This is an optimization exercise on Yosys and OpenROAD, whose aim is small area and a short achievable clock period, not a production implementation.
In this exercise RTL edits were held to simulation tests only and were not proved equivalent to the original.
Power is estimated from default activity; no workload was simulated.

[run.sh]
#!/bin/bash
# synth_recipe.tcl (not shown) runs the flow's synth.tcl, then flattens the netlist and writes it again
# the make line also repeats each setting of config.mk as NAME=value (left out here)
make -C /OpenROAD-flow-scripts/flow DESIGN_CONFIG=/design/flow/config.mk WORK_HOME=/design/flow/orfs CLKGATE_MAP_FILE= SYNTH_SCRIPT=/design/flow/synth_recipe.tcl finish
[config.mk]
export PLATFORM = sky130hd
export DESIGN_NAME = offload_hub
export DESIGN_NICKNAME = offload_hub
export VERILOG_FILES = /design/flow/design.v
export SDC_FILE = /design/flow/constraint.sdc
export NUM_CORES = 4
export LEC_CHECK = 0
export CAP_MARGIN = 20
export CORE_MARGIN = 2
export CORE_UTILIZATION = 40
export SETUP_SLACK_MARGIN = 3.2
export SLEW_MARGIN = 20
[constraint.sdc]
create_clock -name core_clock -period 7.0 [get_ports {clk_i}]
set_input_delay 1.4000 -clock core_clock [delete_from_list [all_inputs] [get_ports {clk_i}]]
set_output_delay 1.4000 -clock core_clock [all_outputs]
set_load 0.01 [all_outputs]
[design.v]
package offload_pkg;
  localparam int unsigned NumExt      = 4;
  localparam int unsigned NumRsp      = 5;
  localparam int unsigned IdWidth     = 5;
  localparam int unsigned DataWidth   = 32;
  localparam int unsigned TargetWidth = 3;
  localparam int unsigned RspIdxWidth = $clog2(NumRsp);
  localparam int unsigned NumSsrs      = 3;
  localparam int unsigned NumCfgRegs   = 8;
  localparam int unsigned SsrIdxWidth  = 5;
  localparam int unsigned RegIdxWidth  = 7;
  localparam int unsigned CfgAddrWidth = SsrIdxWidth + RegIdxWidth;
  localparam int unsigned SsrSelWidth  = $clog2(NumSsrs);
  localparam int unsigned RegSelWidth  = $clog2(NumCfgRegs);
  localparam logic [6:0] SsrCfgOpcode = 7'h2b;
  typedef enum logic [TargetWidth-1:0] {
    TgtFpu    = 3'd0,
    TgtMulDiv = 3'd1,
    TgtDma    = 3'd2,
    TgtIpu    = 3'd3,
    TgtSsr    = 3'd4
  } target_e;
  typedef enum logic [2:0] {
    OpScfgri = 3'd1,
    OpScfgwi = 3'd2,
    OpScfgr  = 3'd5,
    OpScfgw  = 3'd6
  } ssr_op_e;
  typedef enum logic [1:0] {
    KindRead    = 2'd0,
    KindWrite   = 2'd1,
    KindIllegal = 2'd2
  } cfg_kind_e;
endpackage
`timescale 1ns/10ps
module offload_hub (
  input  logic                                                       clk_i,
  input  logic                                                       rst_ni,
  input  logic                                                       acc_qvalid_i,
  output logic                                                       acc_qready_o,
  input  logic [offload_pkg::TargetWidth-1:0]                        acc_qtarget_i,
  input  logic [offload_pkg::IdWidth-1:0]                            acc_qid_i,
  input  logic [offload_pkg::DataWidth-1:0]                          acc_qop_i,
  input  logic [offload_pkg::DataWidth-1:0]                          acc_qarga_i,
  input  logic [offload_pkg::DataWidth-1:0]                          acc_qargb_i,
  output logic                                                       acc_pvalid_o,
  input  logic                                                       acc_pready_i,
  output logic [offload_pkg::IdWidth-1:0]                            acc_pid_o,
  output logic [offload_pkg::DataWidth-1:0]                          acc_pdata_o,
  output logic                                                       acc_perror_o,
  output logic [offload_pkg::NumExt-1:0]                             ext_qvalid_o,
  input  logic [offload_pkg::NumExt-1:0]                             ext_qready_i,
  output logic [offload_pkg::IdWidth-1:0]                            ext_qid_o,
  output logic [offload_pkg::DataWidth-1:0]                          ext_qop_o,
  output logic [offload_pkg::DataWidth-1:0]                          ext_qarga_o,
  output logic [offload_pkg::DataWidth-1:0]                          ext_qargb_o,
  input  logic [offload_pkg::NumExt-1:0]                             ext_pvalid_i,
  output logic [offload_pkg::NumExt-1:0]                             ext_pready_o,
  input  logic [offload_pkg::NumExt-1:0][offload_pkg::IdWidth-1:0]   ext_pid_i,
  input  logic [offload_pkg::NumExt-1:0][offload_pkg::DataWidth-1:0] ext_pdata_i,
  input  logic [offload_pkg::NumExt-1:0]                             ext_perror_i
);
  localparam int unsigned NumRsp = offload_pkg::NumRsp;
  localparam int unsigned NumW   = offload_pkg::NumSsrs * offload_pkg::NumCfgRegs;
  localparam int unsigned DW     = offload_pkg::DataWidth;
  localparam int unsigned IW     = offload_pkg::IdWidth;
  assign ext_qid_o   = acc_qid_i;
  assign ext_qop_o   = acc_qop_i;
  assign ext_qarga_o = acc_qarga_i;
  assign ext_qargb_o = acc_qargb_i;
  logic [NumRsp-1:0] rr_q;       
  logic [NumRsp-1:0] gnt_q;      
  logic              lock_q;
  logic              rsp_valid_q;
  logic [IW-1:0]     rsp_id_q;
  logic [DW-1:0]     rsp_data_q;
  logic              rsp_error_q;
  logic [DW-1:0]     cfg_q [NumW];
  logic [NumRsp-1:0] v;
  logic [NumRsp-1:0] en;         
  logic [NumRsp-1:0] blk [NumRsp];  
  logic [NumRsp-1:0] sel;
  assign v = {rsp_valid_q, ext_pvalid_i};
  always_comb begin
    for (int i = 0; i < NumRsp; i++) begin
      en[i] = ~lock_q | gnt_q[i];
      for (int j = 0; j < NumRsp; j++) begin
        blk[i][j] = 1'b0;
        for (int p = 0; p < NumRsp; p++) begin
          if (((j - p + NumRsp) % NumRsp) < ((i - p + NumRsp) % NumRsp)) begin
            blk[i][j] = blk[i][j] | rr_q[p];
          end
        end
        blk[i][j] = blk[i][j] & ~lock_q;
      end
      sel[i] = v[i] & en[i] & ~|(v & blk[i]);
    end
  end
  assign acc_pvalid_o = |sel;
  always_comb begin
    acc_pid_o    = '0;
    acc_pdata_o  = '0;
    acc_perror_o = 1'b0;
    for (int i = 0; i < offload_pkg::NumExt; i++) begin
      acc_pid_o    = acc_pid_o    | (ext_pid_i[i]   & {IW{sel[i]}});
      acc_pdata_o  = acc_pdata_o  | (ext_pdata_i[i] & {DW{sel[i]}});
      acc_perror_o = acc_perror_o | (ext_perror_i[i] & sel[i]);
    end
    acc_pid_o    = acc_pid_o    | (rsp_id_q   & {IW{sel[4]}});
    acc_pdata_o  = acc_pdata_o  | (rsp_data_q & {DW{sel[4]}});
    acc_perror_o = acc_perror_o | (rsp_error_q & sel[4]);
  end
  assign ext_pready_o = sel[3:0] & {4{acc_pready_i}};
  always_ff @(posedge clk_i or negedge rst_ni) begin
    if (!rst_ni) begin
      rr_q   <= NumRsp'(1);
      lock_q <= 1'b0;
    end else begin
      lock_q <= acc_pvalid_o & ~acc_pready_i;
      if (acc_pvalid_o && acc_pready_i) begin
        rr_q <= {sel[NumRsp-2:0], sel[NumRsp-1]};
      end
    end
  end
  always_ff @(posedge clk_i) begin
    if (acc_pvalid_o && !acc_pready_i) begin
      gnt_q <= sel;
    end
  end
  logic        cfg_ready;
  logic        cfg_valid;
  logic        accept;
  logic [2:0]  f3;
  logic        legal;
  logic        is_write;
  logic [11:0] addr;
  logic [NumW-1:0] hit;
  assign cfg_ready = ~rsp_valid_q | (en[4] & ~|(v & blk[4]) & acc_pready_i);
  assign cfg_valid = acc_qvalid_i & acc_qtarget_i[2];
  assign accept    = cfg_valid & cfg_ready;
  always_comb begin
    ext_qvalid_o = '0;
    if (!acc_qtarget_i[2]) begin
      ext_qvalid_o[acc_qtarget_i[1:0]] = acc_qvalid_i;
      acc_qready_o = ext_qready_i[acc_qtarget_i[1:0]];
    end else begin
      acc_qready_o = cfg_ready;
    end
  end
  assign f3       = acc_qop_i[14:12];
  assign legal    = (acc_qtarget_i == 3'd4) && (acc_qop_i[6:0] == offload_pkg::SsrCfgOpcode) &&
                    (f3[1] ^ f3[0]) && !(f3[2] & f3[1] & f3[0]);
  assign is_write = f3[1];
  assign addr     = f3[2] ? acc_qargb_i[11:0] : acc_qop_i[31:20];
  always_comb begin
    for (int s = 0; s < offload_pkg::NumSsrs; s++) begin
      for (int r = 0; r < offload_pkg::NumCfgRegs; r++) begin
        hit[s*offload_pkg::NumCfgRegs + r] = legal && (addr[4:0] == 5'(s)) && (addr[11:5] == 7'(r));
      end
    end
  end
  logic [DW-1:0] old_data;
  always_comb begin
    old_data = '0;
    for (int k = 0; k < NumW; k++) begin
      old_data = old_data | (cfg_q[k] & {DW{hit[k]}});
    end
  end
  logic [DW-1:0] wdata;
  assign wdata = acc_qarga_i & {DW{rst_ni}};
  for (genvar k = 0; k < NumW; k++) begin : g_word
    logic we;
    assign we = (accept & is_write & hit[k]) | ~rst_ni;
    always_ff @(posedge clk_i) begin
      if (we) cfg_q[k] <= wdata;
    end
  end
  always_ff @(posedge clk_i or negedge rst_ni) begin
    if (!rst_ni) begin
      rsp_valid_q <= 1'b0;
    end else if (cfg_ready) begin
      rsp_valid_q <= cfg_valid;
    end
  end
  always_ff @(posedge clk_i) begin
    if (accept) begin
      rsp_id_q    <= (legal & is_write) ? '0 : acc_qid_i;
      rsp_data_q  <= old_data;
      rsp_error_q <= ~legal;
    end
  end
endmodule
==> impl_metrics.yaml, run 1 <==
clock_network:
  root_buffer: "clkbuf_16"
  cts_buffers: 82
  cts_tree: "built"
  cts.path.max_buffers: 3
  ctsHoldBuffers: 0
  htree_levels: 3
  clock-sinks: 818
  clk_latency_ns: 0.66
  path_clk_slew_ns: 0.06
sta:
  whs_ns: 0.552
  finalHoldViolations: 0
  fin_crit_ns: 4.89
  slew_headroom_pct: 18.9
  worst_pin_slew_ns: 1.22
  rsz0062_at_grt: "yes"
  max_freq_mhz: 205
  drv_slew: 0
  skew_ns: 0.0281
  finalSetupTns_ns: 0
  period_share_pct: 69.8
  final-setup-viol-count: 0
route:
  first_pass_iters: 9
  vias: 24900
  post_drt_wl_per_cell_um: 39.6
  routed_wirelength_mm: 148
  vias_per_cell: 6.67
  ant_nets: 0
  drcViolationCount: 0
  drtIter0Drc: 4305
finish:
  drive_above_1_share_pct: 26.5
  fillers: 6491
  area_growth_pct: 32.4
  final_nets: 2854
synth:
  synth_async_sr_flop_share_pct: 0.856
  synthFlopType: "edfxtp_1"
  syn_area_mm2: 0.0331
  synth-seq-cells: 818
  synth_area_leaders: "edfxtp_1 (74%), a22oi_1 (3.7%), a222oi_1 (2.7%)"
  synth.distinct_cells: 80
  synth_top_family_by_area: "compound AO/OA/AOI/OAI gates"
  synthTopCellsByCount: "edfxtp_1 (811), a22oi_1 (162), nand2_1 (155)"
  yosysWarnings: 3
  synth_edf_count: 811
  synth-adder-area-share_pct: 0.0378
  synth.most_common_cell: "edfxtp_1"
  synth_top_area_cell: "edfxtp_1"
  seq_area_frac_synth_pct: 74.2
  synth-xor-area-share_pct: 0.0265
  netlist_instances: 2042
  synth_top_area_share_pct: 73.7
  avgSynthCellArea_um2: 16.2
  yosys.area_share.simple_pct: 6.50
  synth_compound_area_share_pct: 13.7
  synth_mux_area_share_pct: 1.39
floorplanning:
  io_pins: 417
  die_h_um: 291
  start_util_pct: 40.3
  design.die.area_mm2: 0.0850
  coreArea_mm2: 0.0820
  die_w_um: 291
  rows: 105
grt:
  grt_max_degree: 70
  grt_overflow_total: 0
  grt_pass1_vias: 23600
  antenna_found_initial: 11
  grt_use_total_pct: 33.8
  grt_pass1_wl_mm: 198
worst_setup_path:
  crit_type: "in -> out"
  cp-start-kind: "primary input"
  cp.arrival_ns: 3.49
  worstSetupEndpointType: "primary output"
  path_max_fanout: 6
  crit_required_ns: 5.60
flow_run:
  maxCapViolCount: 0
outcome:
  status: "no timing/DRC/antenna violations"
power_and_ir_drop:
  vdd_ir_drop_max_mv: 0.187
  powerDensity_mw_per_mm2: 311
  leakage_nw: 15.1
placement:
  portBuffers: 356
  hpwl_mm: 86.9
  gp_congestion: 1.01
min_path:
  hold_path_class: "reg -> reg"
==> layer usage <==
| layer | global-route usage (%) | routed length (µm) |
|---|---|---|
| met1 | 41.9 | 51200 |
| met2 | 51.6 | 65100 |
| met3 | 10.6 | 19900 |
| met4 | 21.4 | 11700 |
| met5 | 0.340 | 76 |
==> worst max-delay path, cell delays in order <==
cell and delay [ns]:
buf_12 0.09, o21a_1 0.12, o32a_1 0.23, o21ai_4 0.08, o2111a_2 0.19, buf_12 0.15, a222oi_1 0.93, nand2_1 0.11
buf_2 0.18
==> layout make-up <==
class,count,area (µm²),share of cell area [%]
Clock buffer,94,2120,4.84
Timing Repair Buffer,664,6560,15.0
Inverter,6,30.0,0.0686
Antenna cell,11,27.5,0.0629
Tap cell,1070,1340,3.06
Clock inverter,57,593,1.36
Sequential cell,818,24500,56.1
Multi-Input combinational cell,1013,8550,19.6
==> state kept, by name, indices dropped and copies added, names as in the netlist <==
| signal | flops |
|---|---|
| gnt_q | 5 |
| rsp_data_q | 32 |
| cfg_q | 768 |
| rr_q | 5 |
| lock_q | 1 |
| rsp_error_q | 1 |
| rsp_valid_q | 1 |
| rsp_id_q | 5 |
==> through the flow <==
| step | area (µm²) | total power, mW | std cells | worst slack [ns] | utilization (%) |
|---|---|---|---|---|---|
| after floorplan | 33900 | 7.02 | 2042 | 2.76 | - |
| after global placement | 38400 | 8.02 | 3366 | 1.15 | 46.8 |
| after detailed placement | 38400 | 8.06 | 3366 | 1.14 | 46.8 |
| after CTS | 43000 | 13.3 | 3686 | 2.44 | 52.5 |
| after global routing | 43700 | 13.9 | 3725 | 2.19 | 53.3 |
| final | 43800 | 13.6 | 3733 | 2.11 | 53.4 |
==> cell families (layout without fill, tap and decap cells) <==
| group | after synthesis | after routing |
|---|---|---|
| flip-flops | 818 | 818 |
| AO/OA/AOI/OAI | 565 | 573 |
| AND/OR/NAND/NOR | 391 | 396 |
| buffers and inverters | 225 | 821 |
| multiplexers | 41 | 42 |
| adder cells (fa/ha/maj) | 1 | 1 |
| XOR/XNOR | 1 | 1 |
| other | 0 | 11 |
==> timing repair <==
item	CTS	global route
resized for setup	482	102
cloned	21	2
endpoints found under the setup margin	957	212
setup buffers	148	33
pin swaps	71	65
==> path summary, 6_finish.rpt <==
kind                                       from        endpoint  slack, ns  cells past startpoint
worst max-delay path            ext_pvalid_i[3]  acc_pdata_o[0]       2.11                      9
worst min-delay path               cfg_q[9][29]  rsp_data_q[29]       0.55                      2
worst max register to register          rr_q[1]    cfg_q[6][16]       3.76                     11
worst min register to register     cfg_q[9][29]  rsp_data_q[29]       0.55                      2
max in group asynchronous                rst_ni          lock_q       5.45                      1
min in group asynchronous                rst_ni         rr_q[3]       0.88                      1
==> cells in the final DEF (no fill, tap or decap), types with 19 or more instances in the layout <==
cell type / netlist / routed
and2_1: 41 / 35
o22ai_1: 33 / 29
a32oi_1: 22 / 22
a22oi_1: 162 / 156
a221oi_1: 41 / 39
nor2_1: 47 / 38
nand4_1: 25 / 25
clkbuf_16: 0 / 85
mux2i_1: 31 / 31
clkdlybuf4s50_1: 0 / 219
clkinv_1: 0 / 20
buf_6: 2 / 69
nand2_1: 155 / 132
dlygate4sd2_1: 0 / 68
o21ai_0: 38 / 19
a22o_1: 38 / 38
a222oi_1: 90 / 90
buf_2: 45 / 35
a21oi_1: 36 / 32
buf_4: 118 / 202
edfxtp_1: 811 / 811
buf_12: 0 / 39
==> power breakdown <==
group / internal, mW / total, mW / switching [mW] / leakage [nW]
clock network: 2.53 / 4.46 / 1.93 / 1.31
registers: 5.86 / 6.06 / 0.196 / 7.91
logic: 1.37 / 3.09 / 1.72 / 5.85
==> run 2: changes to the inputs <==
--- a/config.mk
+++ b/config.mk
@@ -10,3 +10,2 @@
 export CORE_UTILIZATION = 40
-export SETUP_SLACK_MARGIN = 3.2
 export SLEW_MARGIN = 20
==> impl_metrics.yaml, run 2 <==
placement:
  gp_congestion: 0.945
  placedCellCount: 3375
  portBuffers: 356
  hpwl_mm: 87.7
route:
  vias_per_cell: 6.39
  vias: 22600
  routed_wirelength_mm: 130
  drtIter0Drc: 3733
  post_drt_wl_per_cell_um: 36.9
  drcViolationCount: 0
  first_pass_iters: 9
  ant_nets: 0
finish:
  layout_common_cells: "edfxtp_1 (811), clkdlybuf4s50_1 (355), a22oi_1 (162)"
  reg_top3: "cfg_q (768), rsp_data_q (32)"
  top_register: "cfg_q"
  largest_reg_flops: 768
  final_common_cell: "edfxtp_1"
  area_growth_pct: 24.1
  fin_cells: 3532
  final_nets: 2662
  drive_above_1_share_pct: 14.1
grt:
  busiest_layer: "met2"
  met1_usage_pct: 39.0
  grt_pass1_vias: 21800
  grt_use_total_pct: 30.1
  grt_overflow_total: 0
  grt_use_met2_pct: 47.1
  antenna_found_initial: 10
  grt_pass1_wl_mm: 178
  grt_max_degree: 42
  use_met3_pct: 8.18
clock_network:
  cts_buffers: 85
  cts.path.max_buffers: 3
  htree_levels: 3
  clk_latency_ns: 0.66
  root_buffer: "clkbuf_16"
  ctsHoldBuffers: 0
  path_clk_slew_ns: 0.06
  clock-sinks: 818
  ctsResizeCount: 0
  cts_tree: "built"
  postCtsSetupRepairBufs: 0
sta:
  max_freq_mhz: 169
  final-setup-viol-count: 0
  finalHoldViolations: 0
  slew_headroom_pct: 20.9
  period_share_pct: 84.4
  fin_crit_ns: 5.91
  drv_slew: 0
  skew_ns: 0.0299
  worst_pin_slew_ns: 1.19
  whs_ns: 0.568
  rsz0062_at_grt: "no"
  finalSetupTns_ns: 0
worst_setup_path:
  path_max_fanout: 41
  path_delay_family: "compound AO/OA/AOI/OAI gates"
  path_buf_inv: 2
  crit_type: "in -> out"
  cp-start-kind: "primary input"
  timing.critical_path.mode_cell: "clkdlybuf4s50_1"
  slowest_stage: "o2111a_2"
  worst_path_largest_cell_delay_ns: 0.82
  cp.arrival_ns: 4.51
  crit_chain: "clkdlybuf4s50_1 -> o21a_1 -> o32a_1 -> o21ai_0 -> o2111a_2 -> a222oi_1 -> nand2_1 -> clkdlybuf4s50_1"
  crit_required_ns: 5.60
  worstSetupEndpointType: "primary output"
outcome:
  status: "no timing/DRC/antenna violations"
synth:
  synth_area_leaders: "edfxtp_1 (74%), a22oi_1 (3.7%), a222oi_1 (2.7%)"
  synth.distinct_cells: 80
  seq_area_frac_synth_pct: 74.2
  synth_top_area_share_pct: 73.7
  netlist_instances: 2042
  synth_top_area_cell: "edfxtp_1"
  synth_edf_count: 811
  synth_async_sr_flop_share_pct: 0.856
  yosysWarnings: 3
  synth.most_common_cell: "edfxtp_1"
  syn_area_mm2: 0.0331
  synthTopCellsByCount: "edfxtp_1 (811), a22oi_1 (162), nand2_1 (155)"
  synthFlopType: "edfxtp_1"
  synth-seq-cells: 818
  avgSynthCellArea_um2: 16.2
floorplanning:
  start_util_pct: 40.3
  die_w_um: 291
  design.die.area_mm2: 0.0850
  rows: 105
  die_h_um: 291
  io_pins: 417
  coreArea_mm2: 0.0820
power_and_ir_drop:
  vdd_ir_drop_max_mv: 0.179
  powerDensity_mw_per_mm2: 303
  p_total_mw: 12.4
  leakage_nw: 13.5
flow_run:
  maxCapViolCount: 0
min_path:
  hold_path_class: "reg -> reg"
run 2: cell counts after synthesis:
Identical to the previous run, type by type.
run 2: worst reg2reg max path, delay by kind of cell, from the launching register on:
kind | cells | cell delay, ns
compound gates | 3 | 2.37
simple gates | 2 | 0.68
buf+inv | 2 | 0.49
flops | 1 | 0.43
run 2: cell type report:
| class | count | area, µm² |
|---|---|---|
| timing repair buffer | 483 | 4720 |
| multi-input combinational | 999 | 7610 |
| clock inverter | 53 | 578 |
| sequential | 818 | 24500 |
| tap | 1070 | 1340 |
| antenna | 2 | 5.00 |
| inverter | 6 | 22.5 |
| clock buffer | 101 | 2210 |
| fill | 6811 | 41000 |
run 2: power breakdown:
group          switching (mW)  internal, mW
Combinational            1.11         0.788
Sequential              0.155          5.86
Clock                    1.92          2.61
run 2: final timing paths:
| path | startpoint | end | slack (ns) | depth (start not counted) |
|---|---|---|---|---|
| hold / removal | cfg_q[6][10] | rsp_data_q[10] | 0.57 | 2 |
| hold reg to reg | cfg_q[6][10] | rsp_data_q[10] | 0.57 | 2 |
| setup reg to reg | rr_q[1] | cfg_q[21][29] | 2.70 | 7 |
| setup / recovery | ext_pvalid_i[3] | acc_pdata_o[7] | 1.09 | 8 |
| max in group asynchronous | rst_ni | rsp_valid_q | 5.69 | 1 |
| min in group asynchronous | rst_ni | rr_q[1] | 0.80 | 1 |
run 2: per-layer routing:
metal	part of all wire [%]	vias up
met5	0.074	-
met4	5.1	12
met3	13	314
met2	46	1793
met1	36	11300
li1	-	9146
run 2: logic make-up (layout without fill, tap and decap cells):
kind of cell / Yosys count / in the layout / share of synthesized area (%)
AO/OA/AOI/OAI: 565 / 565 / 13.7
XOR/XNOR: 1 / 1 / 0.0265
adder cells (fa/ha/maj): 1 / 1 / 0.0378
buffers and inverters: 225 / 643 / 4.11
flip-flops: 818 / 818 / 74.2
multiplexers: 41 / 41 / 1.39
other: 0 / 2 / 0
AND/OR/NAND/NOR: 391 / 391 / 6.50
run 2: through the flow:
step / instance area [µm²] / setup slack (ns) / util, %
final: 41000 / 1.09 / 50.0
after floorplan: 33100 / 0.684 / -
after global placement: 38200 / 1.15 / 46.6
after detailed placement: 38200 / 1.10 / 46.6
after global routing: 41000 / 0.901 / 50.0
after CTS: 41000 / 1.09 / 50.0
==> run 3: changes to the inputs <==
--- a/design.v
+++ b/design.v
@@ -34,2 +34,33 @@
 endpackage
+`timescale 1ns/10ps
+module offload_arb_mask (
+  input  logic [offload_pkg::NumRsp-1:0]                             rr_i,     
+  output logic [offload_pkg::NumRsp-1:0][offload_pkg::NumRsp-1:0]    blk_o     
+);
+  localparam int unsigned N = offload_pkg::NumRsp;
+  always_comb begin
+    for (int i = 0; i < N; i++) begin
+      for (int j = 0; j < N; j++) begin
+        blk_o[i][j] = 1'b0;
+        for (int p = 0; p < N; p++) begin
+          if (((j - p + N) % N) < ((i - p + N) % N)) begin
+            blk_o[i][j] = blk_o[i][j] | rr_i[p];
+          end
+        end
+      end
+    end
+  end
+endmodule
+module offload_arb_sel (
+  input  logic [offload_pkg::NumRsp-1:0]                             valid_i,
+  input  logic [offload_pkg::NumRsp-1:0]                             en_i,
+  input  logic [offload_pkg::NumRsp-1:0][offload_pkg::NumRsp-1:0]    blk_i,
+  output logic [offload_pkg::NumRsp-1:0]                             sel_o
+);
+  always_comb begin
+    for (int i = 0; i < offload_pkg::NumRsp; i++) begin
+      sel_o[i] = valid_i[i] & en_i[i] & ~|(valid_i & blk_i[i]);
+    end
+  end
+endmodule
 `timescale 1ns/10ps
@@ -71,4 +102,4 @@
   logic [NumRsp-1:0] rr_q;       
-  logic [NumRsp-1:0] gnt_q;      
-  logic              lock_q;
+  logic [NumRsp-1:0] en_q;       
+  logic [NumRsp-1:0][NumRsp-1:0] blk_q;  
   logic              rsp_valid_q;
@@ -78,51 +109,68 @@
   logic [DW-1:0]     cfg_q [NumW];
-  logic [NumRsp-1:0] v;
-  logic [NumRsp-1:0] en;         
-  logic [NumRsp-1:0] blk [NumRsp];  
-  logic [NumRsp-1:0] sel;
-  assign v = {rsp_valid_q, ext_pvalid_i};
-  always_comb begin
-    for (int i = 0; i < NumRsp; i++) begin
-      en[i] = ~lock_q | gnt_q[i];
-      for (int j = 0; j < NumRsp; j++) begin
-        blk[i][j] = 1'b0;
-        for (int p = 0; p < NumRsp; p++) begin
-          if (((j - p + NumRsp) % NumRsp) < ((i - p + NumRsp) % NumRsp)) begin
-            blk[i][j] = blk[i][j] | rr_q[p];
-          end
-        end
-        blk[i][j] = blk[i][j] & ~lock_q;
-      end
-      sel[i] = v[i] & en[i] & ~|(v & blk[i]);
-    end
-  end
-  assign acc_pvalid_o = |sel;
-  always_comb begin
-    acc_pid_o    = '0;
-    acc_pdata_o  = '0;
-    acc_perror_o = 1'b0;
+  logic [NumRsp-1:0]              v;
+  logic [NumRsp-1:0]              en;
+  logic [NumRsp-1:0][NumRsp-1:0]  blk;
+  logic [NumRsp-1:0]              sel;
+  assign v   = {rsp_valid_q, ext_pvalid_i};
+  assign en  = en_q;
+  assign blk = blk_q;
+  localparam int unsigned PW    = DW + IW + 1;      
+  localparam int unsigned NGrp  = 4;                
+  localparam int unsigned GrpW  = (PW + NGrp - 1) / NGrp;
+  logic [NGrp:0][NumRsp-1:0]      sel_c;            
+  logic [NumRsp-1:0][PW-1:0]      pay;
+  logic [PW-1:0]                  pay_o;
+  for (genvar c = 0; c <= NGrp; c++) begin : g_sel
+    offload_arb_sel i_arb_sel (
+      .valid_i (v),
+      .en_i    (en),
+      .blk_i   (blk),
+      .sel_o   (sel_c[c])
+    );
+  end
+  assign sel = sel_c[NGrp];
+  assign acc_pvalid_o = |(v & en);
+  always_comb begin
     for (int i = 0; i < offload_pkg::NumExt; i++) begin
-      acc_pid_o    = acc_pid_o    | (ext_pid_i[i]   & {IW{sel[i]}});
-      acc_pdata_o  = acc_pdata_o  | (ext_pdata_i[i] & {DW{sel[i]}});
-      acc_perror_o = acc_perror_o | (ext_perror_i[i] & sel[i]);
-    end
-    acc_pid_o    = acc_pid_o    | (rsp_id_q   & {IW{sel[4]}});
-    acc_pdata_o  = acc_pdata_o  | (rsp_data_q & {DW{sel[4]}});
-    acc_perror_o = acc_perror_o | (rsp_error_q & sel[4]);
-  end
+      pay[i] = {ext_perror_i[i], ext_pid_i[i], ext_pdata_i[i]};
+    end
+    pay[4] = {rsp_error_q, rsp_id_q, rsp_data_q};
+    for (int b = 0; b < PW; b++) begin
+      pay_o[b] = 1'b0;
+      for (int i = 0; i < NumRsp; i++) begin
+        pay_o[b] = pay_o[b] | (pay[i][b] & sel_c[b / GrpW][i]);
+      end
+    end
+  end
+  assign {acc_perror_o, acc_pid_o, acc_pdata_o} = pay_o;
   assign ext_pready_o = sel[3:0] & {4{acc_pready_i}};
+  logic                           stall;
+  logic                           xfer;
+  logic [NumRsp-1:0]              rr_d;
+  logic [NumRsp-1:0][NumRsp-1:0]  blk_rr;
+  assign stall = acc_pvalid_o & ~acc_pready_i;
+  assign xfer  = acc_pvalid_o & acc_pready_i;
+  assign rr_d  = xfer ? {sel[NumRsp-2:0], sel[NumRsp-1]} : rr_q;
+  offload_arb_mask i_arb_mask (
+    .rr_i  (rr_d),
+    .blk_o (blk_rr)
+  );
   always_ff @(posedge clk_i or negedge rst_ni) begin
     if (!rst_ni) begin
-      rr_q   <= NumRsp'(1);
-      lock_q <= 1'b0;
+      rr_q  <= NumRsp'(1);
+      en_q  <= '1;
+      for (int i = 0; i < NumRsp; i++) begin
+        for (int j = 0; j < NumRsp; j++) begin
+          blk_q[i][j] <= (j < i);
+        end
+      end
     end else begin
-      lock_q <= acc_pvalid_o & ~acc_pready_i;
-      if (acc_pvalid_o && acc_pready_i) begin
-        rr_q <= {sel[NumRsp-2:0], sel[NumRsp-1]};
-      end
-    end
-  end
-  always_ff @(posedge clk_i) begin
-    if (acc_pvalid_o && !acc_pready_i) begin
-      gnt_q <= sel;
+      rr_q <= rr_d;
+      if (stall) begin
+        en_q  <= sel;
+        blk_q <= '0;
+      end else begin
+        en_q  <= '1;
+        blk_q <= blk_rr;
+      end
     end
@@ -137,3 +185,3 @@
   logic [NumW-1:0] hit;
-  assign cfg_ready = ~rsp_valid_q | (en[4] & ~|(v & blk[4]) & acc_pready_i);
+  assign cfg_ready = ~rsp_valid_q | (sel[4] & acc_pready_i);
   assign cfg_valid = acc_qvalid_i & acc_qtarget_i[2];
@@ -151,3 +199,3 @@
   assign legal    = (acc_qtarget_i == 3'd4) && (acc_qop_i[6:0] == offload_pkg::SsrCfgOpcode) &&
-                    (f3[1] ^ f3[0]) && !(f3[2] & f3[1] & f3[0]);
+                    (f3[1] ^ f3[0]);
   assign is_write = f3[1];
==> flow/run.sh (new file) <==
#!/bin/bash
# Standard layout, with the port buffers inserted as plain buffers
# (resizable later) instead of the default delay cells.
set -euo pipefail
bash standard.sh synth > synth.log 2>&1
export BUFFER_PORTS_ARGS="-buffer_cell sky130_fd_sc_hd__buf_2"
bash standard.sh finish > layout.log 2>&1
==> standard.sh (new file) <==
#!/bin/bash
# synth_recipe.tcl (not shown) runs the flow's synth.tcl, then flattens the netlist and writes it again
# the make line also repeats each setting of config.mk as NAME=value (left out here)
make -C /OpenROAD-flow-scripts/flow DESIGN_CONFIG=/design/flow/config.mk WORK_HOME=/design/flow/orfs CLKGATE_MAP_FILE= SYNTH_SCRIPT=/design/flow/synth_recipe.tcl "${@:-finish}"
--- a/config.mk
+++ b/config.mk
@@ -9,3 +9,8 @@
 export CORE_MARGIN = 2
-export CORE_UTILIZATION = 40
+export CORE_UTILIZATION = 65
+export CTS_BUF_LIST = sky130_fd_sc_hd__clkbuf_8
+export PLACE_DENSITY = 0.75
+export SETUP_SLACK_MARGIN = 3.2
 export SLEW_MARGIN = 20
+export SYNTH_HIERARCHICAL = 1
+export SYNTH_MINIMUM_KEEP_SIZE = 0
removed: run.sh
==> impl_metrics.yaml, run 3 <==
worst_setup_path:
  regToRegSetupSlack_ns: 3.58
  path_max_fanout: 5
  timing.critical_path.mode_cell: "buf_6"
  reg2reg_from: "rsp_valid_q"
  slowest_stage: "nor4_4"
  path_buf_inv: 4
  cp-start-kind: "primary input"
  rr_worst_depth: 11
  crit_start: "ext_pvalid_i[0]"
  r2r-end: "cfg_q[11][30]"
  crit_type: "in -> out"
  crit_required_ns: 5.60
  path_delay_family: "buffers and inverters"
  worst_path_largest_cell_delay_ns: 0.34
  worstSetupEndpointType: "primary output"
  crit_chain: "buf_16 -> buf_6 -> a22o_1 -> nor4_4 -> buf_6 -> a222oi_1 -> nand2_1 -> buf_2"
  cp.arrival_ns: 2.89
synth:
  synthTopCellsByCount: "edfxtp_1 (806), a22oi_1 (169), nand2_1 (156)"
  synth.most_common_cell: "edfxtp_1"
  syn_area_mm2: 0.0350
  seq_area_frac_synth_pct: 71.8
  avgSynthCellArea_um2: 16.1
  synth_async_sr_flop_share_pct: 4.28
  synth_area_leaders: "edfxtp_1 (69%), a22oi_1 (3.6%), a22o_1 (3.3%)"
  synth_edf_count: 806
  synthFlopType: "edfxtp_1"
  synth-seq-cells: 842
  netlist_instances: 2178
  synth_top_area_share_pct: 69.2
  synth.distinct_cells: 80
  synth_top_area_cell: "edfxtp_1"
  yosysWarnings: 10
finish:
  seq_area_mm2: 0.0251
  reg_top3: "cfg_q (768), rsp_data_q (32), blk_q (25)"
  multi_input_area_mm2: 0.00928
  fin_area_mm2: 0.0417
  fillers: 2896
  largest_reg_flops: 768
  top_register: "cfg_q"
  final_core_util_pct: 77.9
  area_growth_pct: 19.1
  final_common_cell: "edfxtp_1"
  final_nets: 2907
  drive_above_1_share_pct: 33.1
  fin_cells: 3437
  layout_common_cells: "edfxtp_1 (806), buf_2 (348), a22oi_1 (164)"
min_path:
  hold_end: "rsp_data_q[27]"
  hp-start: "cfg_q[15][27]"
  hold_path_class: "reg -> reg"
  min_path_cells: 2
clock_network:
  cts.path.max_buffers: 3
  clk_latency_ns: 0.79
  path_clk_slew_ns: 0.06
  root_buffer: "clkbuf_8"
  htree_levels: 4
  clock-sinks: 842
  cts_buffers: 133
  cts_tree: "built"
sta:
  rsz0062_at_grt: "yes"
  final-setup-viol-count: 0
  drv_slew: 0
  slew_headroom_pct: 17.1
  max_freq_mhz: 233
  finalHoldViolations: 0
  finalWorstSetupSlack_ns: 2.71
  period_share_pct: 61.2
  whs_ns: 0.564
  finalSetupTns_ns: 0
  worst_pin_slew_ns: 1.23
  skew_ns: 0.0357
  fin_crit_ns: 4.29
grt:
  antenna_found_initial: 8
  grt_pass1_vias: 24300
  grt_use_total_pct: 43.1
  grt_max_degree: 42
  grt_overflow_total: 0
  grt_pass1_wl_mm: 169
power_and_ir_drop:
  vdd_ir_drop_max_mv: 0.201
  powerDensity_mw_per_mm2: 290
  leakage_nw: 15.1
  p_total_mw: 12.1
placement:
  placedCellCount: 3087
  place_ws_ns: 1.61
  placed_area_mm2: 0.0375
  gp_congestion: 0.995
  portBuffers: 356
  hpwl_mm: 75.4
floorplanning:
  die_w_um: 236
  start_util_pct: 65.4
  io_pins: 417
  design.die.area_mm2: 0.0557
  rows: 85
  coreArea_mm2: 0.0535
  die_h_um: 236
route:
  drcViolationCount: 0
  vias: 25700
  vias_per_cell: 7.47
  drtIter0Drc: 5448
  routed_wirelength_mm: 122
  post_drt_wl_per_cell_um: 35.5
  ant_nets: 0
  first_pass_iters: 13
outcome:
  status: "no timing/DRC/antenna violations"
flow_run:
  maxCapViolCount: 0
[run 3: cell count changes after synthesis, moves of 15 or more]
cell / change
nor4_1: +21
o22ai_1: -23
a22o_1: +93
dfstp_2: +15
buf_4: +17
mux2i_1: -21
nor2b_1: +24
a21oi_1: -21
nor2_1: -37
nor4_2: +23
[run 3: kinds of logic after synthesis]
family                     share of synthesized area [%]
AOI/OAI and AO/OA                                   14.8
xor gates and xnor gates                          0.0250
adders and majority gates                         0.0357
buffers and inverters                               4.39
DFF                                                 71.8
muxes                                              0.876
other                                             0.0107
and+or+nand+nor                                     8.07
[run 3: how the worst max path moves through the flow]
stage          cells past startpoint  slack [ns]              end
2_1_floorplan                      6        2.63     cfg_q[16][0]
5_1_grt                            8        2.69  acc_pdata_o[27]
4_1_cts                            7        2.86  acc_pdata_o[30]
3_3_place_gp                       6        1.76     cfg_q[22][0]
6_report                           8        2.71  acc_pdata_o[27]
3_5_place_dp                       6        1.61     cfg_q[22][0]
[run 3: per-layer routing]
layer,global-route usage [%],part of all wire (%)
met5,0,0.037
met1,55.6,32
met3,15.6,16
met4,24.9,7.1
met2,63.8,44
[run 3: worst min-delay path, cell delays in order (launching register included)]
cell	delay [ns]
edfxtp_1	0.33
a221oi_1	0.09
nand4_1	0.06
[run 3: repair_timing]
action,in CTS,in global routing
gates cloned,7,0
pin swaps,80,45
endpoints found under the hold margin,0,0
hold buffers,0,0
endpoints found under the setup margin,834,255
buffers inserted,76,28
gates resized for setup,108,30
[run 3: per-module statistics from Yosys (local to each module, per instance)]
module / cells inside / flip-flops and latches / copies in the design / cell area (µm²)
offload_arb_mask: 26 / 0 / 1 / 183
offload_arb_sel: 20 / 0 / 5 / 170
offload_hub: 2052 / 842 / 1 / 34000
[run 3: layout make-up]
cell class	instances	share of cell area, %
multi-input cells	1094	22.3
well taps	696	2.09
flip-flops and latches	842	60.3
inverters	6	0.0540
diodes	4	0.0240
clock inverters	94	0.973
repair buffers	561	9.69
clock buffers	140	4.62
[run 3: where the power goes]
| group | switching (mW) | internal, mW |
|---|---|---|
| clock | 1.89 | 1.88 |
| sequential | 0.261 | 6.05 |
| combinational | 1.16 | 0.823 |
==> run 4: changes to the inputs <==
--- a/design.v
+++ b/design.v
@@ -54,5 +54,5 @@
 module offload_arb_sel (
-  input  logic [offload_pkg::NumRsp-1:0]                             valid_i,
+  input  logic [offload_pkg::NumExt-1:0]                             valid_i,
   input  logic [offload_pkg::NumRsp-1:0]                             en_i,
-  input  logic [offload_pkg::NumRsp-1:0][offload_pkg::NumRsp-1:0]    blk_i,
+  input  logic [offload_pkg::NumRsp-1:0][offload_pkg::NumExt-1:0]    blk_i,
   output logic [offload_pkg::NumRsp-1:0]                             sel_o
@@ -61,3 +61,6 @@
     for (int i = 0; i < offload_pkg::NumRsp; i++) begin
-      sel_o[i] = valid_i[i] & en_i[i] & ~|(valid_i & blk_i[i]);
+      sel_o[i] = en_i[i] & ~|(valid_i & blk_i[i]);
+      if (i < offload_pkg::NumExt) begin
+        sel_o[i] = sel_o[i] & valid_i[i];
+      end
     end
@@ -102,5 +105,6 @@
   logic [NumRsp-1:0] rr_q;       
-  logic [NumRsp-1:0] en_q;       
+  logic [NumRsp-1:0] ek_q;       
   logic [NumRsp-1:0][NumRsp-1:0] blk_q;  
   logic              rsp_valid_q;
+  logic              rsp_valid_d;
   logic [IW-1:0]     rsp_id_q;
@@ -109,9 +113,11 @@
   logic [DW-1:0]     cfg_q [NumW];
-  logic [NumRsp-1:0]              v;
   logic [NumRsp-1:0]              en;
-  logic [NumRsp-1:0][NumRsp-1:0]  blk;
+  logic [NumRsp-1:0][NumRsp-2:0]  blk;
   logic [NumRsp-1:0]              sel;
-  assign v   = {rsp_valid_q, ext_pvalid_i};
-  assign en  = en_q;
-  assign blk = blk_q;
+  assign en  = ek_q;
+  always_comb begin
+    for (int i = 0; i < NumRsp; i++) begin
+      blk[i] = blk_q[i][NumRsp-2:0];
+    end
+  end
   localparam int unsigned PW    = DW + IW + 1;      
@@ -124,3 +130,3 @@
     offload_arb_sel i_arb_sel (
-      .valid_i (v),
+      .valid_i (ext_pvalid_i),
       .en_i    (en),
@@ -131,3 +137,3 @@
   assign sel = sel_c[NGrp];
-  assign acc_pvalid_o = |(v & en);
+  assign acc_pvalid_o = |sel;
   always_comb begin
@@ -160,3 +166,3 @@
       rr_q  <= NumRsp'(1);
-      en_q  <= '1;
+      ek_q  <= {1'b0, {(NumRsp-1){1'b1}}};
       for (int i = 0; i < NumRsp; i++) begin
@@ -169,6 +175,9 @@
       if (stall) begin
-        en_q  <= sel;
+        ek_q  <= {sel[NumRsp-1] & rsp_valid_d, sel[NumRsp-2:0]};
         blk_q <= '0;
       end else begin
-        en_q  <= '1;
+        for (int i = 0; i < NumRsp - 1; i++) begin
+          ek_q[i] <= ~(rsp_valid_d & blk_rr[i][NumRsp-1]);
+        end
+        ek_q[NumRsp-1] <= rsp_valid_d;
         blk_q <= blk_rr;
@@ -185,3 +194,4 @@
   logic [NumW-1:0] hit;
-  assign cfg_ready = ~rsp_valid_q | (sel[4] & acc_pready_i);
+  assign cfg_ready   = ~rsp_valid_q | (sel[4] & acc_pready_i);
+  assign rsp_valid_d = cfg_ready ? cfg_valid : rsp_valid_q;
   assign cfg_valid = acc_qvalid_i & acc_qtarget_i[2];
@@ -228,4 +238,4 @@
       rsp_valid_q <= 1'b0;
-    end else if (cfg_ready) begin
-      rsp_valid_q <= cfg_valid;
+    end else begin
+      rsp_valid_q <= rsp_valid_d;
     end
==> impl_metrics.yaml, run 4 <==
sta:
  final-setup-viol-count: 0
  slew_headroom_pct: 18.2
  fin_crit_ns: 4.40
  finalHoldViolations: 0
  period_share_pct: 62.9
  finalSetupTns_ns: 0
  worst_pin_slew_ns: 1.23
  max_freq_mhz: 227
  drv_slew: 0
  rsz0062_at_grt: "yes"
  skew_ns: 0.0337
finish:
  area_growth_pct: 18.1
  largest_reg_flops: 768
  reg_top3: "cfg_q (768), rsp_data_q (32), blk_q (20)"
  layout_common_cells: "edfxtp_1 (806), buf_2 (336), a22oi_1 (183)"
  final_common_cell: "edfxtp_1"
  fin_area_mm2: 0.0408
  fillers: 3027
  top_register: "cfg_q"
  final_nets: 2841
  drive_above_1_share_pct: 34.3
route:
  vias_per_cell: 7.60
  post_drt_wl_per_cell_um: 39.7
  routed_wirelength_mm: 134
  ant_nets: 0
  vias: 25600
  first_pass_iters: 10
  drtIter0Drc: 5117
  drcViolationCount: 0
floorplanning:
  start_util_pct: 65.8
  coreArea_mm2: 0.0526
  io_pins: 417
  rows: 84
  die_w_um: 235
  design.die.area_mm2: 0.0550
  die_h_um: 235
worst_setup_path:
  crit_chain: "buf_12 -> a222oi_1 -> and4b_2 -> a222oi_1 -> nand2_1 -> buf_2"
  timing.critical_path.mode_cell: "a222oi_1"
  crit_required_ns: 5.60
  worstSetupEndpointType: "primary output"
  slowest_stage: "a222oi_1"
  cp.arrival_ns: 3.00
  path_buf_inv: 2
  crit_type: "in -> out"
  path_max_fanout: 6
  cp-start-kind: "primary input"
  path_delay_family: "compound AO/OA/AOI/OAI gates"
  crit_cells: 6
  worst_path_largest_cell_delay_ns: 0.75
  rr_worst_depth: 10
clock_network:
  path_clk_slew_ns: 0.06
  cts_tree: "built"
  htree_levels: 4
  root_buffer: "clkbuf_8"
  cts.path.max_buffers: 3
  clock-sinks: 837
  cts_buffers: 130
  ctsHoldBuffers: 0
  clk_latency_ns: 0.82
power_and_ir_drop:
  vdd_ir_drop_max_mv: 0.206
  powerDensity_mw_per_mm2: 293
  leakage_nw: 14.7
synth:
  syn_area_mm2: 0.0346
  yosysWarnings: 10
  netlist_instances: 2118
  avgSynthCellArea_um2: 16.3
flow_run:
  maxCapViolCount: 0
grt:
  use_met3_pct: 27.6
  grt_use_met2_pct: 66.9
  grt_use_total_pct: 48.7
  met1_usage_pct: 58.4
  grt_max_degree: 52
  grt_overflow_total: 0
  busiest_layer: "met2"
  grt_pass1_wl_mm: 180
  antenna_found_initial: 10
  grt_pass1_vias: 24100
min_path:
  hold_path_class: "reg -> reg"
  min_path_cells: 2
placement:
  portBuffers: 356
  placed_area_mm2: 0.0368
  hpwl_mm: 82.0
  gp_congestion: 0.980
outcome:
  status: "no timing/DRC/antenna violations"
run 4: metrics by stage:
stage | power, mW | hold slack (ns) | util (%) | setup slack [ns] | instances
2_1_floorplan | 7.20 | 0.483 | - | 3.01 | 2121
4_1_cts | 11.7 | 0.545 | 76.7 | 2.84 | 3322
5_1_grt | 12.2 | 0.599 | 77.6 | 2.64 | 3355
6_report | 11.9 | 0.535 | 77.6 | 2.60 | 3363
3_5_place_dp | 7.85 | 0.558 | 69.9 | 1.40 | 3021
3_3_place_gp | 7.80 | 0.544 | 69.9 | 1.38 | 3021
run 4: worst reg2reg max path: stages, from the launching register on:
cell and delay (ns):
dfstp_2 0.39, a222oi_1 0.31, and3_4 0.28, nand2_4 0.06, nand2_4 0.09, buf_4 0.11, and3_4 0.23, and3_4 0.26
nand2_1 0.27, o21ai_4 0.43, buf_4 0.57
run 4: power by group:
part / leakage, nW / total [mW] / switching (mW) / internal [mW]
logic: 5.29 / 1.88 / 1.17 / 0.715
clock network: 1.31 / 3.74 / 1.89 / 1.85
registers: 8.11 / 6.32 / 0.268 / 6.05
run 4: path summary, 6_finish.rpt:
kind | slack (ns) | startpoint | endpoint
min in group asynchronous | 1.49 | rst_ni | rr_q[3]
max in group asynchronous | 5.08 | rst_ni | ek_q[4]
min | 0.54 | cfg_q[12][26] | rsp_data_q[26]
max reg2reg | 3.59 | blk_q[20] | cfg_q[8][11]
max | 2.60 | ext_pvalid_i[2] | acc_pdata_o[4]
min reg2reg | 0.54 | cfg_q[12][26] | rsp_data_q[26]
run 4: routing by layer:
metal / vias up / part of all wire, %
met5: - / 0.090
met4: 10 / 7.8
met3: 671 / 19
met2: 2872 / 41
met1: 12200 / 31
li1: 9801 / -
run 4: area by class of cell:
type	instances	area (µm²)	area share, %
timing repair buffer	537	3590	8.81
sequential	837	25000	61.3
clock inverter	91	459	1.13
multi-input combinational	1062	8990	22.0
tap	688	861	2.11
antenna	10	25.0	0.0613
inverter	4	25.0	0.0613
clock buffer	134	1840	4.52
run 4: repair_timing:
| item | in CTS | in global routing |
|---|---|---|
| resized for setup | 138 | 42 |
| gates cloned | 16 | 1 |
| setup buffers | 60 | 29 |
| pin swaps | 79 | 58 |
| endpoints found under the setup margin | 805 | 168 |
| endpoints found under the hold margin | 0 | 0 |
==> run 5: changes to the inputs <==
--- a/flow/run.sh
+++ b/flow/run.sh
@@ -5,3 +5,3 @@
 bash standard.sh synth > synth.log 2>&1
-export BUFFER_PORTS_ARGS="-buffer_cell sky130_fd_sc_hd__buf_2"
+export BUFFER_PORTS_ARGS="-buffer_cell sky130_fd_sc_hd__buf_1"
 bash standard.sh finish > layout.log 2>&1
--- a/config.mk
+++ b/config.mk
@@ -10,5 +10,7 @@
 export CORE_UTILIZATION = 65
-export CTS_BUF_LIST = sky130_fd_sc_hd__clkbuf_8
+export CTS_BUF_LIST = sky130_fd_sc_hd__clkbuf_16
+export CTS_CLUSTER_DIAMETER = 60
+export CTS_CLUSTER_SIZE = 24
 export PLACE_DENSITY = 0.75
-export SETUP_SLACK_MARGIN = 3.2
+export SETUP_SLACK_MARGIN = 3.0
 export SLEW_MARGIN = 20
==> impl_metrics.yaml, run 5 <==
sta:
  finalHoldViolations: 0
  drv_slew: 0
  finalWorstSetupSlack_ns: 2.67
  skew_ns: 0.0366
  fin_crit_ns: 4.33
  period_share_pct: 61.9
  worst_pin_slew_ns: 1.17
  slew_headroom_pct: 21.0
  final-setup-viol-count: 0
  rsz0062_at_grt: "yes"
  max_freq_mhz: 231
  finalSetupTns_ns: 0
power_and_ir_drop:
  powerDensity_mw_per_mm2: 285
  switchingPower_mw: 3.10
  vdd_ir_drop_max_mv: 0.289
  p_total_mw: 11.3
  p_sw_share_pct: 27.6
  leakage_nw: 13.3
  internal_power_mw: 8.16
  p_clk_share_pct: 27.1
  power_frac_comb_pct: 16.8
  sequentialPowerShare_pct: 56.2
clock_network:
  cts_buffers: 47
  clock-sinks: 837
  cts.path.max_buffers: 3
  htree_levels: 2
  clk_latency_ns: 0.65
  path_clk_slew_ns: 0.09
  root_buffer: "clkbuf_16"
  ctsHoldBuffers: 0
  cts_tree: "built"
finish:
  multi_input_area_mm2: 0.00892
  layout_common_cells: "edfxtp_1 (806), buf_1 (302), a22oi_1 (187)"
  top_register: "cfg_q"
  largest_reg_flops: 768
  seq_area_mm2: 0.0250
  fillers: 3105
  reg_top3: "cfg_q (768), rsp_data_q (32), blk_q (20)"
  drive_above_1_share_pct: 19.6
  area_growth_pct: 14.2
  final_nets: 2746
  final_common_cell: "edfxtp_1"
  fin_cells: 3200
worst_setup_path:
  cp.arrival_ns: 2.93
  slowest_stage: "a222oi_1"
  worstSetupEndpointType: "primary output"
  path_max_fanout: 8
  crit_start: "ext_pvalid_i[0]"
  timing.critical_path.mode_cell: "a222oi_1"
  cp-start-kind: "primary input"
  crit_chain: "buf_16 -> a222oi_1 -> buf_4 -> and4b_4 -> a222oi_1 -> nand2_1 -> buf_2"
  worst_path_largest_cell_delay_ns: 0.41
  crit_required_ns: 5.60
  reg2reg_from: "blk_q[20]"
  crit_type: "in -> out"
grt:
  grt_overflow_total: 0
  grt_pass1_wl_mm: 177
  antenna_found_initial: 12
  grt_pass1_vias: 22800
  grt_use_total_pct: 47.9
  grt_max_degree: 53
placement:
  placedCellCount: 3018
  portBuffers: 356
  hpwl_mm: 80.8
  gp_congestion: 0.996
  place_ws_ns: 1.32
route:
  ant_nets: 0
  post_drt_wl_per_cell_um: 41.1
  vias: 25000
  drtIter0Drc: 5399
  drcViolationCount: 0
  routed_wirelength_mm: 131
  first_pass_iters: 12
  vias_per_cell: 7.82
floorplanning:
  die_h_um: 235
  coreArea_mm2: 0.0526
  io_pins: 417
  start_util_pct: 65.8
  rows: 84
  die_w_um: 235
  design.die.area_mm2: 0.0550
synth:
  yosysWarnings: 10
  syn_area_mm2: 0.0346
  avgSynthCellArea_um2: 16.3
  netlist_instances: 2118
outcome:
  status: "no timing/DRC/antenna violations"
min_path:
  hp-start: "cfg_q[22][29]"
  hold_path_class: "reg -> reg"
flow_run:
  maxCapViolCount: 0
## run 5: critical path, delay by kind of cell
kind                   cells  cell delay [ns]
AOI/OAI and AO/OA          2             0.59
buffers and inverters      3             0.46
and+or+nand+nor            2             0.49
## run 5: final timing paths
path / endpoint / slack, ns / cells after the start
worst max-delay path: acc_pdata_o[3] / 2.67 / 7
worst min-delay path: rsp_data_q[29] / 0.56 / 1
worst max register to register: cfg_q[9][12] / 3.65 / 9
worst min register to register: rsp_data_q[29] / 0.56 / 1
max in group asynchronous: blk_q[0] / 5.69 / 1
min in group asynchronous: blk_q[8] / 0.85 / 1
## run 5: cell type report
| cell class | count | area share [%] |
|---|---|---|
| inverters | 4 | 0.0507 |
| clock inverters | 27 | 0.806 |
| clock buffers | 47 | 2.98 |
| repair buffers | 526 | 7.95 |
| flip-flops and latches | 837 | 63.4 |
| well taps | 688 | 2.18 |
| diodes | 10 | 0.0634 |
| multi-input cells | 1061 | 22.6 |
## run 5: routing by layer
| layer | wire length [µm] | GRT usage, % | up-vias |
|---|---|---|---|
| li1 | - | - | 9572 |
| met1 | 41200 | 59.7 | 12000 |
| met2 | 53800 | 65.0 | 2792 |
| met3 | 25200 | 25.9 | 616 |
| met4 | 11000 | 30.6 | 10 |
| met5 | 151 | 0.893 | - |
## run 5: stage by stage
stage                     cell area (µm²)  utilization [%]  hold slack, ns
final                               39500             75.1           0.557
after global routing                39400             75.1           0.574
after CTS                           39000             74.2           0.552
after detailed placement            36200             68.9           0.524
after global placement              36200             68.9           0.523
after floorplan                     34900                -           0.483
## run 5: what timing repair did
| action | CTS | global route |
|---|---|---|
| cloned | 11 | 1 |
| pin swaps | 73 | 35 |
| resized for setup | 179 | 52 |
| endpoints found under the hold margin | 0 | 0 |
| buffers inserted | 66 | 20 |
| endpoints found under the setup margin | 838 | 234 |
## run 5: power by group through the flow
stage | registers [mW] | clock network [mW] | logic, mW
after floorplan | 6.27 | 0 | 0.922
after global placement | 6.36 | 0 | 1.38
after detailed placement | 6.38 | 0 | 1.40
after CTS | 6.29 | 3.02 | 1.67
after global routing | 6.36 | 3.18 | 1.96
final | 6.32 | 3.05 | 1.89
==> run 6: changes to the inputs <==
--- a/design.v
+++ b/design.v
@@ -68,2 +68,11 @@
 endmodule
+module offload_ao22 (
+  input  logic a0_i,
+  input  logic b0_i,
+  input  logic a1_i,
+  input  logic b1_i,
+  output logic y_o
+);
+  assign y_o = (a0_i & b0_i) | (a1_i & b1_i);
+endmodule
 `timescale 1ns/10ps
@@ -143,8 +152,16 @@
     pay[4] = {rsp_error_q, rsp_id_q, rsp_data_q};
-    for (int b = 0; b < PW; b++) begin
-      pay_o[b] = 1'b0;
-      for (int i = 0; i < NumRsp; i++) begin
-        pay_o[b] = pay_o[b] | (pay[i][b] & sel_c[b / GrpW][i]);
-      end
-    end
+  end
+  for (genvar b = 0; b < PW; b++) begin : g_pay
+    logic y01, y23;
+    offload_ao22 i_ao01 (
+      .a0_i (sel_c[b / GrpW][0]), .b0_i (pay[0][b]),
+      .a1_i (sel_c[b / GrpW][1]), .b1_i (pay[1][b]),
+      .y_o  (y01)
+    );
+    offload_ao22 i_ao23 (
+      .a0_i (sel_c[b / GrpW][2]), .b0_i (pay[2][b]),
+      .a1_i (sel_c[b / GrpW][3]), .b1_i (pay[3][b]),
+      .y_o  (y23)
+    );
+    assign pay_o[b] = y01 | y23 | (sel_c[b / GrpW][4] & pay[4][b]);
   end
==> impl_metrics.yaml, run 6 <==
sta:
  max_freq_mhz: 226
  drv_slew: 0
  rsz0062_at_grt: "yes"
  period_share_pct: 63.2
  slew_headroom_pct: 29.2
  worst_pin_slew_ns: 1.06
  fin_crit_ns: 4.43
  finalSetupTns_ns: 0
  whs_ns: 0.617
  finalWorstSetupSlack_ns: 2.57
  skew_ns: 0.0266
  final-setup-viol-count: 0
  finalHoldViolations: 0
worst_setup_path:
  slowest_stage: "a222oi_1"
  crit_required_ns: 5.60
  crit_start: "ext_pvalid_i[0]"
  rr_worst_depth: 9
  worstSetupEndpointType: "primary output"
  cp-start-kind: "primary input"
  r2r-end: "cfg_q[10][11]"
  cp.arrival_ns: 3.03
  regToRegSetupSlack_ns: 3.71
  crit_type: "in -> out"
  path_max_fanout: 5
  reg2reg_from: "blk_q[20]"
  endpoint: "acc_pdata_o[4]"
  worst_path_largest_cell_delay_ns: 0.46
  crit_chain: "buf_12 -> buf_6 -> a222oi_1 -> and4b_4 -> a22o_1 -> a211o_1 -> buf_2"
power_and_ir_drop:
  vdd_ir_drop_max_mv: 0.260
  powerDensity_mw_per_mm2: 287
  leakage_nw: 13.2
  p_total_mw: 11.2
synth:
  avgSynthCellArea_um2: 15.8
  netlist_instances: 2168
  yosysWarnings: 10
  syn_area_mm2: 0.0344
clock_network:
  root_buffer: "clkbuf_16"
  htree_levels: 2
  cts_tree: "built"
  ctsHoldBuffers: 0
  cts.path.max_buffers: 3
  cts_buffers: 48
  clock-sinks: 837
  clk_latency_ns: 0.65
  path_clk_slew_ns: 0.09
grt:
  antenna_found_initial: 3
  grt_use_total_pct: 42.0
  grt_overflow_total: 0
  grt_max_degree: 57
  grt_use_met2_pct: 61.6
  use_met3_pct: 14.3
  met1_usage_pct: 55.0
  busiest_layer: "met2"
  grt_pass1_wl_mm: 159
  grt_pass1_vias: 22700
finish:
  fin_area_mm2: 0.0390
  final_common_cell: "edfxtp_1"
  final_nets: 2756
  area_growth_pct: 13.4
  top_register: "cfg_q"
  largest_reg_flops: 768
  final_core_util_pct: 74.3
  reg_top3: "cfg_q (768), rsp_data_q (32), blk_q (20)"
  fin_cells: 3199
  layout_common_cells: "edfxtp_1 (806), buf_1 (307), a22oi_1 (144)"
  drive_above_1_share_pct: 17.0
placement:
  gp_congestion: 0.919
  placedCellCount: 3068
  hpwl_mm: 69.2
  portBuffers: 356
  place_ws_ns: 1.50
  placed_area_mm2: 0.0363
route:
  drtIter0Drc: 4915
  vias: 24400
  post_drt_wl_per_cell_um: 36.3
  routed_wirelength_mm: 116
  first_pass_iters: 8
  drcViolationCount: 0
  vias_per_cell: 7.62
  ant_nets: 0
floorplanning:
  rows: 84
  design.die.area_mm2: 0.0547
  die_h_um: 234
  die_w_um: 234
  coreArea_mm2: 0.0524
  start_util_pct: 65.5
  io_pins: 417
outcome:
  status: "no timing/DRC/antenna violations"
flow_run:
  maxCapViolCount: 0
min_path:
  hold_path_class: "reg -> reg"
[run 6: routing by layer]
metal / vias up / wire [µm] / part of all wire, %
met5: - / 132 / 0.11
met4: 8 / 8410 / 7.3
met3: 514 / 19000 / 16
met2: 2476 / 51100 / 44
met1: 11800 / 37300 / 32
li1: 9586 / - / -
[run 6: where the power goes]
part	total [mW]	internal [mW]	switching, mW	leakage, nW
sequential	6.28	6.04	0.234	8.11
combinational	1.77	0.700	1.07	4.34
clock	3.13	1.44	1.69	0.745
[run 6: critical path: cells and delay by family]
family	cells	cell delay, ns
simple gates	1	0.44
compound gates	3	0.80
buf+inv	3	0.37
[run 6: worst min-delay path by stage]
stage | from | endpoint | slack (ns) | cells after the start
floorplan | rsp_valid_q | rsp_valid_q | 0.48 | 2
global placement | rsp_valid_q | rsp_valid_q | 0.54 | 2
detailed placement | cfg_q[3][28] | rsp_data_q[28] | 0.57 | 2
CTS | cfg_q[3][28] | rsp_data_q[28] | 0.59 | 2
global route | cfg_q[17][7] | rsp_data_q[7] | 0.63 | 2
finish | cfg_q[10][14] | rsp_data_q[14] | 0.62 | 2
[run 6: repair_timing]
action                     in CTS  in global routing
setup buffers                  26                 17
resized for setup             134                 50
setup endpoints to repair     668                229
pin swaps                      61                 50
cloned                         14                  0
[run 6: final cells by class]
type / instances / area [µm²]
flip-flops and latches: 837 / 25000
repair buffers: 492 / 2730
diodes: 1 / 2.50
multi-input cells: 1102 / 8790
clock inverters: 24 / 328
well taps: 688 / 861
inverters: 6 / 22.5
clock buffers: 49 / 1230
fillers: 3175 / 13500
==> run 7: changes to the inputs <==
--- a/design.v
+++ b/design.v
@@ -59,5 +59,19 @@
 );
+  logic [offload_pkg::NumRsp-1:0][offload_pkg::NumExt-1:0] free;   
+  for (genvar i = 0; i < offload_pkg::NumRsp; i++) begin : g_row
+    for (genvar j = 0; j < offload_pkg::NumExt; j++) begin : g_col
+      if (i == j) begin : g_self
+        assign free[i][j] = 1'b1;
+      end else begin : g_other
+        offload_nand2 i_nand (
+          .a_i (valid_i[j]),
+          .b_i (blk_i[i][j]),
+          .y_o (free[i][j])
+        );
+      end
+    end
+  end
   always_comb begin
     for (int i = 0; i < offload_pkg::NumRsp; i++) begin
-      sel_o[i] = en_i[i] & ~|(valid_i & blk_i[i]);
+      sel_o[i] = en_i[i] & (&free[i]);
       if (i < offload_pkg::NumExt) begin
@@ -67,2 +81,9 @@
   end
+endmodule
+module offload_nand2 (
+  input  logic a_i,
+  input  logic b_i,
+  output logic y_o
+);
+  assign y_o = ~(a_i & b_i);
 endmodule
==> impl_metrics.yaml, run 7 <==
floorplanning:
  coreArea_mm2: 0.0523
  die_w_um: 234
  start_util_pct: 65.5
  io_pins: 417
  rows: 84
  design.die.area_mm2: 0.0546
  die_h_um: 234
worst_setup_path:
  cp.arrival_ns: 2.81
  worstSetupEndpointType: "primary output"
  worst_path_largest_cell_delay_ns: 0.24
  crit_required_ns: 5.60
  crit_chain: "buf_8 -> buf_8 -> buf_6 -> buf_6 -> nand2_4 -> nand3_4 -> nor2_4 -> clkbuf_16 -> a22o_1 -> a211o_1 -> clkbuf_2"
  regToRegSetupSlack_ns: 3.73
  path_delay_family: "buffers and inverters"
  crit_type: "in -> out"
  path_max_fanout: 5
  path_buf_inv: 6
  cp-start-kind: "primary input"
  slowest_stage: "a211o_1"
grt:
  busiest_layer: "met2"
  use_met3_pct: 13.4
  grt_overflow_total: 0
  met1_usage_pct: 55.5
  antenna_found_initial: 6
  grt_pass1_vias: 22500
  grt_pass1_wl_mm: 159
  grt_use_total_pct: 42.0
  grt_max_degree: 48
  grt_use_met2_pct: 61.9
synth:
  syn_area_mm2: 0.0343
  avgSynthCellArea_um2: 15.2
  netlist_instances: 2255
  yosysWarnings: 10
route:
  routed_wirelength_mm: 117
  ant_nets: 0
  vias: 24700
  drtIter0Drc: 4671
  vias_per_cell: 7.46
  first_pass_iters: 8
  post_drt_wl_per_cell_um: 35.3
  drcViolationCount: 0
sta:
  drv_slew: 0
  finalHoldViolations: 0
  whs_ns: 0.595
  skew_ns: 0.0224
  final-setup-viol-count: 0
  worst_pin_slew_ns: 1.16
  period_share_pct: 60.1
  slew_headroom_pct: 22.4
  fin_crit_ns: 4.21
  rsz0062_at_grt: "yes"
  max_freq_mhz: 238
  finalSetupTns_ns: 0
finish:
  drive_above_1_share_pct: 17.9
  largest_reg_flops: 768
  fin_area_mm2: 0.0394
  final_nets: 2856
  top_register: "cfg_q"
  final_common_cell: "edfxtp_1"
  reg_top3: "cfg_q (768), rsp_data_q (32), blk_q (16)"
  final_core_util_pct: 75.3
  layout_common_cells: "edfxtp_1 (806), buf_1 (314), nand2_1 (173)"
  area_growth_pct: 14.9
clock_network:
  cts_buffers: 48
  htree_levels: 2
  root_buffer: "clkbuf_16"
  path_clk_slew_ns: 0.09
  clock-sinks: 833
  clk_latency_ns: 0.63
  cts_tree: "built"
  cts.path.max_buffers: 3
power_and_ir_drop:
  vdd_ir_drop_max_mv: 0.292
  powerDensity_mw_per_mm2: 289
  p_total_mw: 11.4
  leakage_nw: 13.4
placement:
  hpwl_mm: 71.3
  placed_area_mm2: 0.0363
  portBuffers: 356
  gp_congestion: 0.956
flow_run:
  maxCapViolCount: 0
min_path:
  hold_path_class: "reg -> reg"
outcome:
  status: "no timing/DRC/antenna violations"
==> run 7: through the flow <==
| step | setup WS (ns) | instances |
|---|---|---|
| 4_1_cts | 2.72 | 3285 |
| 2_1_floorplan | 2.70 | 2255 |
| 5_1_grt | 2.76 | 3306 |
| 3_3_place_gp | 1.56 | 3160 |
| 6_report | 2.79 | 3309 |
| 3_5_place_dp | 1.57 | 3160 |
==> run 7: layout make-up <==
class	count	area [µm²]
clock buffer	51	1280
inverter	6	22.5
clock inverter	30	318
fill	3050	12900
multi-input combinational	1190	9140
antenna	3	7.51
sequential	833	24900
timing repair buffer	508	2890
tap	688	861
==> run 7: repair_timing <==
item	in CTS	in global routing
pin swaps	35	81
buffers inserted	36	20
cloned	8	1
hold buffers	0	0
resized for setup	141	112
setup endpoints to repair	791	401
==> run 7: worst paths after layout <==
path                                       from         endpoint  cells past startpoint
max in group asynchronous                rst_ni        blk_q[20]                      2
worst min register to register      rsp_valid_q      rsp_valid_q                      2
worst min-delay path                rsp_valid_q      rsp_valid_q                      2
worst max register to register        blk_q[20]    cfg_q[23][17]                      9
min in group asynchronous                rst_ni         blk_q[7]                      1
worst max-delay path            ext_pvalid_i[3]  acc_pdata_o[20]                     11
==> run 7: routing by layer <==
metal / vias up / share of wire, %
li1: 9758 / -
met1: 11900 / 32
met3: 479 / 16
met5: - / 0.027
met2: 2523 / 44
met4: 6 / 7.0
==> run 7: where the power goes <==
| part | switching [mW] | leakage [nW] | total (mW) | internal, mW |
|---|---|---|---|---|
| logic | 1.25 | 4.57 | 2.02 | 0.765 |
| clock network | 1.69 | 0.780 | 3.10 | 1.42 |
| registers | 0.258 | 8.05 | 6.27 | 6.01 |
==> run 7: tightest hold or removal path: cells and delay by family, from the launching register on <==
kind	cells	cell delay, ns
flops	1	0.40
buf+inv	1	0.06
compound gates	1	0.11

-- re-timing with driven ports --
The flow's constraints put no driver on any port. The routed layouts listed below were extracted and timed again, unchanged, in two steps.
Step 1 assumes that a clkbuf_16 drives the clock port and a buf_2 every other input.
Step 2 moves the port delays by t, midway between the first and last clock arrival at a register: inputs arrive t later, outputs are due t later. That takes back most of the time a late clock gives input paths.
Slacks: ideal / step 1 / step 2; pairs: ideal / step 1.
run | t, ns | setup WS [ns] | latest minus earliest clock arrival (ns)
run 1 | 0.720 | 2.111 / 2.043 / 2.043 | 0.031 / 0.031
run 2 | 0.720 | 1.094 / 1.058 / 1.058 | 0.033 / 0.033
run 3 | 0.833 | 2.714 / 2.547 / 2.119 | 0.040 / 0.040
run 4 | 0.861 | 2.595 / 2.350 / 2.216 | 0.043 / 0.043
run 5 | 0.691 | 2.665 / 2.548 / 2.212 | 0.041 / 0.041
run 6 | 0.696 | 2.574 / 2.519 / 2.263 | 0.029 / 0.029
run 7 | 0.688 | 2.792 / 2.734 / 2.165 | 0.033 / 0.033
After both steps setup and hold are still met in every run listed. For run 7, which loses most, drivers alone change the setup slack by -0.058 ns; drivers and shift together by -0.627 ns.
